From an optimization exercise on the open Yosys and OpenROAD flow, aimed at small area; shortcuts taken in it are not production practice. Function was checked by simulation only, so behaviour that the tests miss may differ from the original. Power figures rest on the tool's default switching activity, not on a simulated workload. The flow treats the clock pin as an ideal source, which a real chip does not have.

== oak ==
==> flow/design.v <==
`timescale 1ns/1ps
module data_memory_responder #(
    parameter int BLOCK_ADDR_WIDTH = 6,
    parameter int LATENCY          = 5
) (
    input  logic         CLK,
    input  logic         RESET,
    input  logic         MEM_READ,
    input  logic         MEM_WRITE,
    input  logic [27:0]  MEM_ADDRESS,
    input  logic [127:0] MEM_WRITEDATA,
    output logic [127:0] MEM_READDATA,
    output logic         MEM_BUSYWAIT
);
    localparam int NR12 = 5;              
    localparam int NTAP = 2 * NR12 + 1;   
    logic [2:0]   st;
    logic         op_wr;
    logic [5:0]   addr_q;
    logic [3:0]   ph;       
    logic [127:0] buf_q;    
    logic [127:0] buf_d;
    logic [127:0] buf_n;    
    logic         idle;
    logic         request;
    logic [2:0]   st_n;
    logic [3:0]   ph_n;
    assign idle    = (st == 3'd0);
    assign request = MEM_READ | MEM_WRITE;
    assign buf_n   = ~buf_q;
    logic unused_addr_bits;
    assign unused_addr_bits = ^MEM_ADDRESS[27:6];
    assign MEM_BUSYWAIT = idle ? (request & RESET) : (st != 3'd6);
    always_comb begin
        if (idle)              st_n = request ? 3'd1 : 3'd0;
        else if (st == 3'd6)   st_n = 3'd0;
        else                   st_n = st + 3'd1;
        ph_n = (ph == 4'd11) ? 4'd0 : ph + 4'd1;
    end
    logic [2:0] swp;
    always_ff @(posedge CLK or negedge RESET) begin
        if (!RESET) begin
            st  <= 3'd0;
            ph  <= 4'd0;
            swp <= 3'd0;
        end else begin
            st  <= st_n;
            ph  <= ph_n;
            swp <= (swp == 3'd7) ? 3'd7 : swp + 3'd1;
        end
    end
    always_ff @(posedge CLK) begin
        if (idle) begin
            op_wr  <= MEM_WRITE;
            addr_q <= MEM_ADDRESS[5:0];
        end
    end
    function automatic logic [2:0] ring_of(input logic [5:0] a);
        logic [5:0] q;
        q = a / 6'd12;
        ring_of = q[2:0];
    endfunction
    function automatic logic [3:0] line_of(input logic [5:0] a);
        logic [5:0] m;
        m = a % 6'd12;
        line_of = m[3:0];
    endfunction
    function automatic logic [3:0] slot12(input logic [3:0] j, input logic [3:0] p);
        logic [4:0] s;
        s = {1'b0, j} + {1'b0, p};
        slot12 = (s >= 5'd12) ? 4'(s - 5'd12) : s[3:0];
    endfunction
    logic [5:0]      rd_addr;
    logic            rd_now;
    logic [2:0]      rd_ring;
    logic [3:0]      rd_line;
    logic [3:0]      rd_slot;
    logic [NTAP-1:0] rd_sel;
    logic [NTAP-1:0] tap_v;    
    logic [127:0]    tap_d [NTAP];
    assign rd_addr = idle ? MEM_ADDRESS[5:0] : addr_q;
    assign rd_now  = idle ? (MEM_READ & ~MEM_WRITE) : (~op_wr & (st != 3'd6));
    assign rd_ring = ring_of(rd_addr);
    assign rd_line = line_of(rd_addr);
    assign rd_slot = slot12(rd_line, ph);
    for (genvar r = 0; r < NR12; r++) begin : g_rsel
        assign rd_sel[2*r]   = rd_now & (rd_ring == 3'(r)) & (rd_slot == 4'd5);
        assign rd_sel[2*r+1] = rd_now & (rd_ring == 3'(r)) & (rd_slot == 4'd11);
    end
    assign rd_sel[NTAP-1] = rd_now & (rd_ring == 3'd5) & (rd_line[1:0] + ph[1:0] == 2'd0);
    assign tap_v = {(swp != 3'd0), {(NTAP-1){swp >= 3'd6}}};
    localparam int NINS = 2 * NR12 + 1;
    logic [5:0]      addr_n;
    logic            wr_n;
    logic [2:0]      wr_ring_n;
    logic [3:0]      wr_line_n;
    logic [3:0]      wr_slot_n;
    logic [NINS-1:0] ins_n;
    logic [NINS-1:0] ins;      
    logic [NINS-1:0] ins_c;    
    logic            sweep12;  
    logic            sweep4;   
    assign addr_n    = idle ? MEM_ADDRESS[5:0] : addr_q;
    assign wr_n      = (idle ? MEM_WRITE : op_wr) & (st_n != 3'd0);
    assign wr_ring_n = ring_of(addr_n);
    assign wr_line_n = line_of(addr_n);
    assign wr_slot_n = slot12(wr_line_n, ph_n);
    for (genvar r = 0; r < NR12; r++) begin : g_wsel
        assign ins_n[2*r]   = wr_n & (wr_ring_n == 3'(r)) & (wr_slot_n == 4'd11);
        assign ins_n[2*r+1] = wr_n & (wr_ring_n == 3'(r)) & (wr_slot_n == 4'd5);
    end
    assign ins_n[NINS-1] = wr_n & (wr_ring_n == 3'd5) & (wr_line_n[1:0] + ph_n[1:0] == 2'd3);
    assign sweep12 = (swp <= 3'd4);
    assign sweep4  = (swp <= 3'd2);
    for (genvar r = 0; r < NR12; r++) begin : g_isel
        always_ff @(posedge CLK or negedge RESET) begin
            if (!RESET) begin
                ins[2*r]     <= 1'b0;
                ins_c[2*r]   <= 1'b0;
                ins[2*r+1]   <= 1'b1;
                ins_c[2*r+1] <= 1'b1;
            end else begin
                ins[2*r]     <= ins_n[2*r];
                ins_c[2*r]   <= ~ins_n[2*r] & ~sweep12;
                ins[2*r+1]   <= ins_n[2*r+1] | sweep12;
                ins_c[2*r+1] <= ~ins_n[2*r+1];
            end
        end
    end
    always_ff @(posedge CLK or negedge RESET) begin
        if (!RESET) begin
            ins[NINS-1]   <= 1'b0;
            ins_c[NINS-1] <= 1'b0;
        end else begin
            ins[NINS-1]   <= ins_n[NINS-1];
            ins_c[NINS-1] <= ~ins_n[NINS-1] & ~sweep4;
        end
    end
    for (genvar r = 0; r < NR12; r++) begin : g_ring
        logic [127:0] line_q [12];
        logic [127:0] ins_a;    
        logic [127:0] ins_b;    
        assign ins_a = ~((line_q[11] & {128{ins_c[2*r]}}) | (buf_q & {128{ins[2*r]}}));
        assign ins_b = ~((line_q[5]  | {128{ins[2*r+1]}}) & (buf_n | {128{ins_c[2*r+1]}}));
        always_ff @(posedge CLK) begin
            line_q[0] <= ins_a;
            line_q[6] <= ins_b;
            for (int p = 1; p < 12; p++)
                if (p != 6) line_q[p] <= line_q[p-1];
        end
        assign tap_d[2*r]   = ins_b;
        assign tap_d[2*r+1] = line_q[11];
    end
    begin : g_ring4
        logic [127:0] line_q [4];
        always_ff @(posedge CLK) begin
            line_q[0] <= (buf_q & {128{ins[NINS-1]}}) | (line_q[3] & {128{ins_c[NINS-1]}});
            for (int p = 1; p < 4; p++) line_q[p] <= line_q[p-1];
        end
        assign tap_d[NTAP-1] = line_q[0];
    end
    logic            buf_wr;     
    logic            buf_hold;   
    logic [NTAP-1:0] buf_tap;    
    assign buf_wr   = idle & MEM_WRITE;
    assign buf_hold = ~(buf_wr | (|rd_sel));
    assign buf_tap  = rd_sel & tap_v;
    logic [127:0] buf_g [4];
    for (genvar g = 0; g < 3; g++) begin : g_buf_grp
        dmr_aoi222 u_aoi (
            .a0 (tap_d[3*g]),   .s0 (buf_tap[3*g]),
            .a1 (tap_d[3*g+1]), .s1 (buf_tap[3*g+1]),
            .a2 (tap_d[3*g+2]), .s2 (buf_tap[3*g+2]),
            .y  (buf_g[g])
        );
    end
    dmr_aoi222 u_aoi_last (
        .a0 (tap_d[9]),      .s0 (buf_tap[9]),
        .a1 (tap_d[10]),     .s1 (buf_tap[10]),
        .a2 (MEM_WRITEDATA), .s2 (buf_wr),
        .y  (buf_g[3])
    );
    dmr_nand4_ao21 u_buf_d (
        .n0 (buf_g[0]), .n1 (buf_g[1]), .n2 (buf_g[2]), .n3 (buf_g[3]),
        .q  (buf_q),    .s  (buf_hold),
        .y  (buf_d)
    );
    always_ff @(posedge CLK) buf_q <= buf_d;
    logic rd_done, rd_done_c, rd_done_n;
    assign rd_done_n = ~op_wr & (st == 3'd4);
    always_ff @(posedge CLK or negedge RESET) begin
        if (!RESET) rd_done <= 1'b0;
        else        rd_done <= rd_done_n;
    end
    always_ff @(posedge CLK) rd_done_c <= ~rd_done_n;
    logic [127:0] rd_next;
    dmr_ao22 u_rd_next (
        .a0 (buf_d),        .s0 (rd_done),
        .a1 (MEM_READDATA), .s1 (rd_done_c),
        .y  (rd_next)
    );
    always_ff @(posedge CLK or negedge RESET) begin
        if (!RESET) MEM_READDATA <= '0;
        else        MEM_READDATA <= rd_next;
    end
endmodule
module dmr_aoi222 (
    input  logic [127:0] a0,
    input  logic         s0,
    input  logic [127:0] a1,
    input  logic         s1,
    input  logic [127:0] a2,
    input  logic         s2,
    output logic [127:0] y
);
    assign y = ~((a0 & {128{s0}}) | (a1 & {128{s1}}) | (a2 & {128{s2}}));
endmodule
module dmr_nand4_ao21 (
    input  logic [127:0] n0,
    input  logic [127:0] n1,
    input  logic [127:0] n2,
    input  logic [127:0] n3,
    input  logic [127:0] q,
    input  logic         s,
    output logic [127:0] y
);
    assign y = ~(n0 & n1 & n2 & n3) | (q & {128{s}});
endmodule
module dmr_ao22 (
    input  logic [127:0] a0,
    input  logic         s0,
    input  logic [127:0] a1,
    input  logic         s1,
    output logic [127:0] y
);
    assign y = (a0 & {128{s0}}) | (a1 & {128{s1}});
endmodule
==> flow/config.mk <==
export PLATFORM = sky130hd
export DESIGN_NAME = data_memory_responder
export DESIGN_NICKNAME = data_memory_responder
export VERILOG_FILES = /design/flow/design.v
export SDC_FILE = /design/flow/constraint.sdc
export NUM_CORES = 8
export LEC_CHECK = 0
export CAP_MARGIN = 20
export CORE_MARGIN = 2
export CORE_UTILIZATION = 65
export PLACE_DENSITY = 0.75
export SLEW_MARGIN = 20
export SYNTH_HIERARCHICAL = 1
export SYNTH_MINIMUM_KEEP_SIZE = 0
==> flow/constraint.sdc <==
create_clock -name core_clock -period 10.0 [get_ports {CLK}]
set_input_delay 2.0000 -clock core_clock [delete_from_list [all_inputs] [get_ports {CLK}]]
set_output_delay 2.0000 -clock core_clock [all_outputs]
set_load 0.01 [all_outputs]
standard.sh (not shown) runs the stock make flow with config.mk's settings and CLKGATE_MAP_FILE= SYNTH_SCRIPT=/design/flow/synth_recipe.tcl, a recipe that flattens the netlist after the stock synthesis.
==> flow/flow/run.sh <==
#!/bin/bash
# Layout flow: the standard ORFS flow, with the clock tree built from
# larger sink clusters and without dummy loads, and the ports buffered with
# the smallest buffer.
set -euo pipefail
export CTS_ARGS="-sink_clustering_enable -repair_clock_nets -dont_use_dummy_load -sink_clustering_size 34 -sink_clustering_max_diameter 70"
export BUFFER_PORTS_ARGS="-buffer_cell sky130_fd_sc_hd__buf_1"
bash standard.sh > standard_flow.log 2>&1
The inputs of pine differ from those of oak as listed below.
diff --git a/flow/design.v b/flow/design.v
--- a/flow/design.v
+++ b/flow/design.v
@@ -34,22 +34,22 @@
     always_comb begin
         if (idle)              st_n = request ? 3'd1 : 3'd0;
         else if (st == 3'd6)   st_n = 3'd0;
         else                   st_n = st + 3'd1;
         ph_n = (ph == 4'd11) ? 4'd0 : ph + 4'd1;
     end
-    logic [2:0] swp;
+    logic [3:0] swp;
     always_ff @(posedge CLK or negedge RESET) begin
         if (!RESET) begin
             st  <= 3'd0;
             ph  <= 4'd0;
-            swp <= 3'd0;
+            swp <= 4'd0;
         end else begin
             st  <= st_n;
             ph  <= ph_n;
-            swp <= (swp == 3'd7) ? 3'd7 : swp + 3'd1;
+            swp <= (swp == 4'd15) ? 4'd15 : swp + 4'd1;
         end
     end
     always_ff @(posedge CLK) begin
         if (idle) begin
             op_wr  <= MEM_WRITE;
             addr_q <= MEM_ADDRESS[5:0];
@@ -85,47 +85,74 @@
     assign rd_slot = slot12(rd_line, ph);
     for (genvar r = 0; r < NR12; r++) begin : g_rsel
         assign rd_sel[2*r]   = rd_now & (rd_ring == 3'(r)) & (rd_slot == 4'd5);
         assign rd_sel[2*r+1] = rd_now & (rd_ring == 3'(r)) & (rd_slot == 4'd11);
     end
     assign rd_sel[NTAP-1] = rd_now & (rd_ring == 3'd5) & (rd_line[1:0] + ph[1:0] == 2'd0);
-    assign tap_v = {(swp != 3'd0), {(NTAP-1){swp >= 3'd6}}};
+    for (genvar r = 0; r < NR12; r++) begin : g_tapv
+        assign tap_v[2*r]   = (swp >= 4'd12) | ~ins[2*r+1];
+        assign tap_v[2*r+1] = (swp >= 4'd6);
+    end
+    assign tap_v[NTAP-1] = (swp != 4'd0);
     localparam int NINS = 2 * NR12 + 1;
     logic [5:0]      addr_n;
     logic            wr_n;
     logic [2:0]      wr_ring_n;
     logic [3:0]      wr_line_n;
     logic [3:0]      wr_slot_n;
     logic [NINS-1:0] ins_n;
     logic [NINS-1:0] ins;      
     logic [NINS-1:0] ins_c;    
     logic            sweep12;  
     logic            sweep4;   
+    logic [2:0]      prot_cnt;   
+    logic [2:0]      prot_ring;  
+    logic [NR12-1:0] prot;       
     assign addr_n    = idle ? MEM_ADDRESS[5:0] : addr_q;
     assign wr_n      = (idle ? MEM_WRITE : op_wr) & (st_n != 3'd0);
     assign wr_ring_n = ring_of(addr_n);
     assign wr_line_n = line_of(addr_n);
     assign wr_slot_n = slot12(wr_line_n, ph_n);
     for (genvar r = 0; r < NR12; r++) begin : g_wsel
         assign ins_n[2*r]   = wr_n & (wr_ring_n == 3'(r)) & (wr_slot_n == 4'd11);
         assign ins_n[2*r+1] = wr_n & (wr_ring_n == 3'(r)) & (wr_slot_n == 4'd5);
     end
     assign ins_n[NINS-1] = wr_n & (wr_ring_n == 3'd5) & (wr_line_n[1:0] + ph_n[1:0] == 2'd3);
-    assign sweep12 = (swp <= 3'd4);
-    assign sweep4  = (swp <= 3'd2);
+    assign sweep12 = (swp <= 4'd10);
+    assign sweep4  = (swp <= 4'd2);
+    logic            prot_load;
+    logic [2:0]      prot_load_ring;
+    always_comb begin
+        prot_load      = 1'b0;
+        prot_load_ring = 3'd0;
+        for (int r = 0; r < NR12; r++)
+            if (ins_n[2*r]) begin
+                prot_load      = (swp <= 4'd4);
+                prot_load_ring = 3'(r);
+            end
+    end
+    always_ff @(posedge CLK or negedge RESET) begin
+        if (!RESET)         prot_cnt <= 3'd0;
+        else if (prot_load) prot_cnt <= 3'd6;
+        else if (prot_cnt != 3'd0) prot_cnt <= prot_cnt - 3'd1;
+    end
+    always_ff @(posedge CLK) if (prot_load) prot_ring <= prot_load_ring;
+    for (genvar r = 0; r < NR12; r++) begin : g_prot
+        assign prot[r] = (prot_cnt == 3'd1) & (prot_ring == 3'(r));
+    end
     for (genvar r = 0; r < NR12; r++) begin : g_isel
         always_ff @(posedge CLK or negedge RESET) begin
             if (!RESET) begin
                 ins[2*r]     <= 1'b0;
-                ins_c[2*r]   <= 1'b0;
+                ins_c[2*r]   <= 1'b1;
                 ins[2*r+1]   <= 1'b1;
                 ins_c[2*r+1] <= 1'b1;
             end else begin
                 ins[2*r]     <= ins_n[2*r];
-                ins_c[2*r]   <= ~ins_n[2*r] & ~sweep12;
-                ins[2*r+1]   <= ins_n[2*r+1] | sweep12;
+                ins_c[2*r]   <= ~ins_n[2*r];
+                ins[2*r+1]   <= ins_n[2*r+1] | (sweep12 & ~prot[r]);
                 ins_c[2*r+1] <= ~ins_n[2*r+1];
             end
         end
     end
     always_ff @(posedge CLK or negedge RESET) begin
         if (!RESET) begin
@@ -137,13 +164,13 @@
         end
     end
     for (genvar r = 0; r < NR12; r++) begin : g_ring
         logic [127:0] line_q [12];
         logic [127:0] ins_a;    
         logic [127:0] ins_b;    
-        assign ins_a = ~((line_q[11] & {128{ins_c[2*r]}}) | (buf_q & {128{ins[2*r]}}));
+        assign ins_a = ~((line_q[11] | {128{ins[2*r]}}) & (buf_q | {128{ins_c[2*r]}}));
         assign ins_b = ~((line_q[5]  | {128{ins[2*r+1]}}) & (buf_n | {128{ins_c[2*r+1]}}));
         always_ff @(posedge CLK) begin
             line_q[0] <= ins_a;
             line_q[6] <= ins_b;
             for (int p = 1; p < 12; p++)
                 if (p != 6) line_q[p] <= line_q[p-1];
==> comparison <==
- oak has a lower post-synth net total than pine.
- | arrival time of the worst setup path | pine vs oak | 0.55 ns lower |
- Changes observed in pine relative to oak: final core utilization now sits at about the same level, count of distinct cell types in the synthesized netlist now sits higher, register fraction of the total cell area now sits higher, internal power now sits higher, minimum setup slack among reg-to-reg paths now sits higher.
- [compare] base=oak new=pine: sequential cell count stayed essentially flat; number of placed instances, taps included essentially unchanged.

port drivers added, routing unchanged:
In the flow no input, the clock included, has a driving cell. The finished layouts below were timed again as built, in two steps.
Step 1 (the two cells are an assumption about what drives the block):
set clk [get_ports {CLK}]
set_driving_cell -lib_cell sky130_fd_sc_hd__clkbuf_16 $clk
set_driving_cell -lib_cell sky130_fd_sc_hd__buf_2 [delete_from_list [all_inputs] $clk]
Step 2, shift: input delay + t, output delay - t, t = (earliest + latest rising clock arrival at the registers) / 2. This alone moves slack from input paths to output paths.
a / b / c = ideal / step 1 / step 2; a / b = the first two.
run | t, ns | setup slack, ns | cell pins on the clock port's net
oak | 0.976 | 1.549 / 1.631 / 0.655 | 1
pine | 1.021 | 2.060 / 2.055 / 1.034 | 1
After both steps setup and hold are still met in every run listed. For pine, which loses most, drivers alone change the setup slack by -0.005 ns; drivers and shift together by -1.026 ns.
